Background: an optimization exercise with open tools, aiming at small area, a short achievable clock period and few clock cycles per item. Do not read the settings as production practice. RTL that was checked went through simulation tests only; none was proved equivalent to the original.

## marked_cell_distance
module marked_cell_distance #(
    parameter int MAX_COLS = 1024,
    parameter int MAX_ROWS = 1024
) (
    input  logic                        aclk,
    input  logic                        aresetn,
    input  logic                        s_tvalid,
    output logic                        s_tready,
    input  logic [7:0]                  s_tdata,    
    output logic                        m_tvalid,
    input  logic                        m_tready,
    output logic [15:0]                 m_tdata,    
    output logic [0:0]                  m_tuser,    
    input  logic                        cfg_wen,
    input  logic                        cfg_index,
    input  logic [mcd_pkg::PT_W-1:0]    cfg_data
);
make LEC_CHECK=0 ABC_CLOCK_PERIOD_IN_PS=2500 CAP_MARGIN=20 CORE_MARGIN=2 CORE_UTILIZATION=40 SETUP_SLACK_MARGIN=3.8 SLEW_MARGIN=20 TNS_END_PERCENT=5 finish   # period 6.5 ns
run.sh (not shown) runs the stock make flow with config.mk's settings and CLKGATE_MAP_FILE= SYNTH_SCRIPT=/design/flow/synth_recipe.tcl, a recipe that flattens the netlist after the stock synthesis.
Testbench counts at the start, summed over its fixed seeds: cycles 32,247, items 32,000.
Change:
Settings changed: TNS_END_PERCENT 5 to default.
=>
- core utilization went up by 1.2 points
- sequential cell count stays the same
- via count went up slightly
Change:
Settings changed: ABC_AREA from default to 1, TNS_END_PERCENT from default to 5.
Result:
- cell area increases by 4.2%
- hold slack is worse by 0.0064 ns
- wire length increases by about 17%
- sequential cell count stays the same
Change:
Settings changed: ABC_AREA 1 to default, CTS_BUF_LIST from default to sky130_fd_sc_hd__clkbuf_4 sky130_fd_sc_hd__clkbuf_8, TNS_END_PERCENT 5 to default.
Global-route usage is lower by 0.84 points.
Clock skew is higher by 0.046 ns.
Die area is lower by 9.2%.
Via count is lower by 19%.
Wire length is lower by 14%.
Worst hold slack improves by 0.0091 ns.
Synthesized area is lower by 9.3%.
First-iteration DRC count is lower by 31%.

---

Another version of the RTL of marked_cell_distance (not shown whole).
For scale: about 3300 cells after synthesis, roughly 600 flip-flops, ~44 I/O pins.
// marked_cell_distance
module marked_cell_distance #(
    parameter int MAX_COLS = 1024,
    parameter int MAX_ROWS = 1024
) (
    input  logic                        aclk,
    input  logic                        aresetn,
    input  logic                        s_tvalid,
    output logic                        s_tready,
    input  logic [7:0]                  s_tdata,    
    output logic                        m_tvalid,
    input  logic                        m_tready,
    output logic [15:0]                 m_tdata,    
    output logic [0:0]                  m_tuser,    
    input  logic                        cfg_wen,
    input  logic                        cfg_index,
    input  logic [mcd_pkg::PT_W-1:0]    cfg_data
);
clock: 6.5 ns
lec_check: 0
abc_clock_period_in_ps: 3200
cap_margin: 20
core_margin: 2
core_utilization: 40
setup_slack_margin: 3.8
slew_margin: 20
Testbench counts at the start, summed over its fixed seeds: cycles 32,176, items 32,000.
Then changed:
ABC_CLOCK_PERIOD_IN_PS = 2500   (was 3200)
CAP_MARGIN = 10   (was 20)
CTS_CLUSTER_DIAMETER = 80   (was not set)
CTS_CLUSTER_SIZE = 30   (was not set)
SLEW_MARGIN = 10   (was 20)
Outcome: Routed wire length decreases slightly; flip-flop and latch count does not change; hold slack hardly moves; via count decreases slightly; final cell count decreases slightly; setup slack is better by 31 ps.
Then changed:
CAP_MARGIN = 20   (was 10)
CTS_CLUSTER_DIAMETER = not set   (was 80)
CTS_CLUSTER_SIZE = not set   (was 30)
SETUP_SLACK_MARGIN = 3.9   (was 3.8)
SLEW_MARGIN = 20   (was 10)
Effect:
- clock-buffer cell count increases by 48
- routed wire length increases by 3.8%
- via count rose by 2.5%
- cell area increases by 5.7%
Then changed:
CTS_CLUSTER_DIAMETER = 60   (was not set)
CTS_CLUSTER_SIZE = 24   (was not set)
SETUP_SLACK_MARGIN = 3.8   (was 3.9)
Result: The changed run finished clean; utilization shrinks by 1.8 points; routed wire length shrinks by a few percent.
Then changed:
CTS_CLUSTER_SIZE = 30   (was 24)
PLACE_DENSITY = 0.75   (was not set)
Clock-buffer cell count shrinks by 8; clock skew stays flat; maximum frequency is about the same; design area barely changes; setup slack improved by 4.4 ps; wire length grows by 2.1%.
Then changed:
PLACE_DENSITY = not set   (was 0.75)
SETUP_SLACK_MARGIN = 3.75   (was 3.8)
Outcome: The new run finished with timing, DRC and antenna clean; setup slack degrades by 22 ps; die area is unchanged; area after synthesis does not change; critical path depth does not change; routed wire length decreases by 1.4%; worst hold slack improves by 24 ps; clock-buffer cell count increases by 9; sequential cell count does not change.

---

## before
Another version of the RTL of marked_cell_distance (not shown whole).
Size: about 410 flip-flops, ~44 I/O pins.
make LEC_CHECK=0 ABC_CLOCK_PERIOD_IN_PS=2800 CAP_MARGIN=20 CORE_MARGIN=2 CORE_UTILIZATION=40 SETUP_SLACK_MARGIN=3.5 SLEW_MARGIN=20 finish   # period 6.5 ns
Looking at the reports, before completed the entire flow and the layout it produced met the timing, design-rule and antenna checks.
Testbench counts of before, summed over its fixed seeds: cycles 32,104, items 32,000.
Here is what was changed in the inputs of after compared with before.
- swapping 3.5 for 3.8 in SETUP_SLACK_MARGIN
- swapping 2800 for 2500 in ABC_CLOCK_PERIOD_IN_PS
--- outcome ---
- Delta (after minus before): hold violation count in the final report was more or less identical, worst path required time went down by 0.03 ns.
- Comparing before and after, the higher layout-stage area growth over the synthesis result is on after.
- Between before and after, the flow reports met3 wire length increasing by a few percent.
- Taking before as 1.0, after lands at 1.3 on post-CTS setup buffer count.
- after vs before: wire length on met2 up in after
- Compared with before, after degrades maximum frequency.
- ~same final wirelength in before and after
- Changes observed in after relative to before: final critical-path setup slack now sits lower.

---

Another version of the RTL of marked_cell_distance (not shown whole).
Size: ~3300 cells after synthesis, ~600 flip-flops, ~44 I/O pins, ~33000 sq um of cells after synthesis.
==> flow/design.v (excerpt) <==
module marked_cell_distance #(
    parameter int MAX_COLS = 1024,
    parameter int MAX_ROWS = 1024
) (
    input  logic                        aclk,
    input  logic                        aresetn,
    input  logic                        s_tvalid,
    output logic                        s_tready,
    input  logic [7:0]                  s_tdata,    
    output logic                        m_tvalid,
    input  logic                        m_tready,
    output logic [15:0]                 m_tdata,    
    output logic [0:0]                  m_tuser,    
    input  logic                        cfg_wen,
    input  logic                        cfg_index,
    input  logic [mcd_pkg::PT_W-1:0]    cfg_data
);
clock: 6.5 ns
lec_check: 0
abc_clock_period_in_ps: 2500
cap_margin: 20
core_margin: 2
core_utilization: 40
setup_slack_margin: 3.8
slew_margin: 20
tns_end_percent: 5
Rerun with:
- CORE_UTILIZATION: 40 -> 60
- TNS_END_PERCENT: 5 -> default
After rerunning:
- worst setup slack loses 0.011 ns
- routed wire length falls by 0.47%
- global-route usage rises by 8.4 points
- clock skew rises by 0.0093 ns
- count of clock-buffer cells in the layout falls by 1
Rerun with:
- CORE_UTILIZATION: 60 -> 40
Effect: The new run finished with timing, DRC and antenna clean; worst setup slack gets better by 0.068 ns; utilization drops by 23 points; final area climbs by about 1.2%; routed wire length climbs by 1.5%; cell count climbs by about 9%; synthesized area does not change; first-iteration DRC count drops by about 20%; fmax climbs by 2.3%; hold slack gets worse by 0.0074 ns.
Function was not checked in any run of this note: the RTL went through the layout flow alone.

## re-timing with driven ports
In the flow no input, the clock included, has a driving cell. The finished layouts below were timed again as built, in two steps.
Step 1 assumes that a clkbuf_16 drives the clock port and a buf_2 every other input.
Step 2 times the ports against the registers' clock, not the clock port: input delays grow and output delays shrink by t, the midpoint of the rising clock arrivals with the driver on.
Slacks: ideal / step 1 / step 2; pairs: ideal / step 1.
run	shift t [ns]	setup WS [ns]	worst setup path at the end	worst register clock-pin slew, ns	cell pins on the clock port's net
the first run of note 1	0.661	3.579 / 3.561 / 2.962	input to register	0.06 / 0.06	1
the second run of note 1	0.672	3.849 / 3.848 / 3.291	input to register	0.06 / 0.06	1
the third run of note 1	0.674	3.689 / 3.627 / 3.064	input to register	0.06 / 0.06	1
the fourth run of note 1	0.764	3.829 / 3.824 / 3.225	input to register	0.07 / 0.07	1
the first run of note 2	0.670	3.792 / 3.792 / 3.275	input to register	0.06 / 0.06	1
the second run of note 2	0.704	3.823 / 3.778 / 3.203	input to register	0.12 / 0.12	1
the third run of note 2	0.667	3.821 / 3.821 / 3.372	input to register	0.07 / 0.07	1
the fourth run of note 2	0.659	3.810 / 3.810 / 3.300	input to register	0.09 / 0.09	1
the fifth run of note 2	0.647	3.814 / 3.777 / 3.278	input to register	0.11 / 0.11	1
the sixth run of note 2	0.666	3.792 / 3.792 / 3.187	input to register	0.10 / 0.10	1
before	0.665	3.033 / 3.033 / 2.963	input to register	0.07 / 0.07	1
after	0.631	3.011 / 3.011 / 3.011	register to register	0.06 / 0.06	1
the first run of note 4	0.661	3.513 / 3.513 / 2.958	input to register	0.06 / 0.06	1
the second run of note 4	0.663	3.502 / 3.502 / 3.229	input to register	0.07 / 0.07	1
the third run of note 4	0.655	3.570 / 3.570 / 3.287	input to register	0.06 / 0.06	1
After both steps setup and hold are still met in every run listed. For the third run of note 1, which loses most, drivers alone change the setup slack by -0.062 ns; drivers and shift together by -0.625 ns.
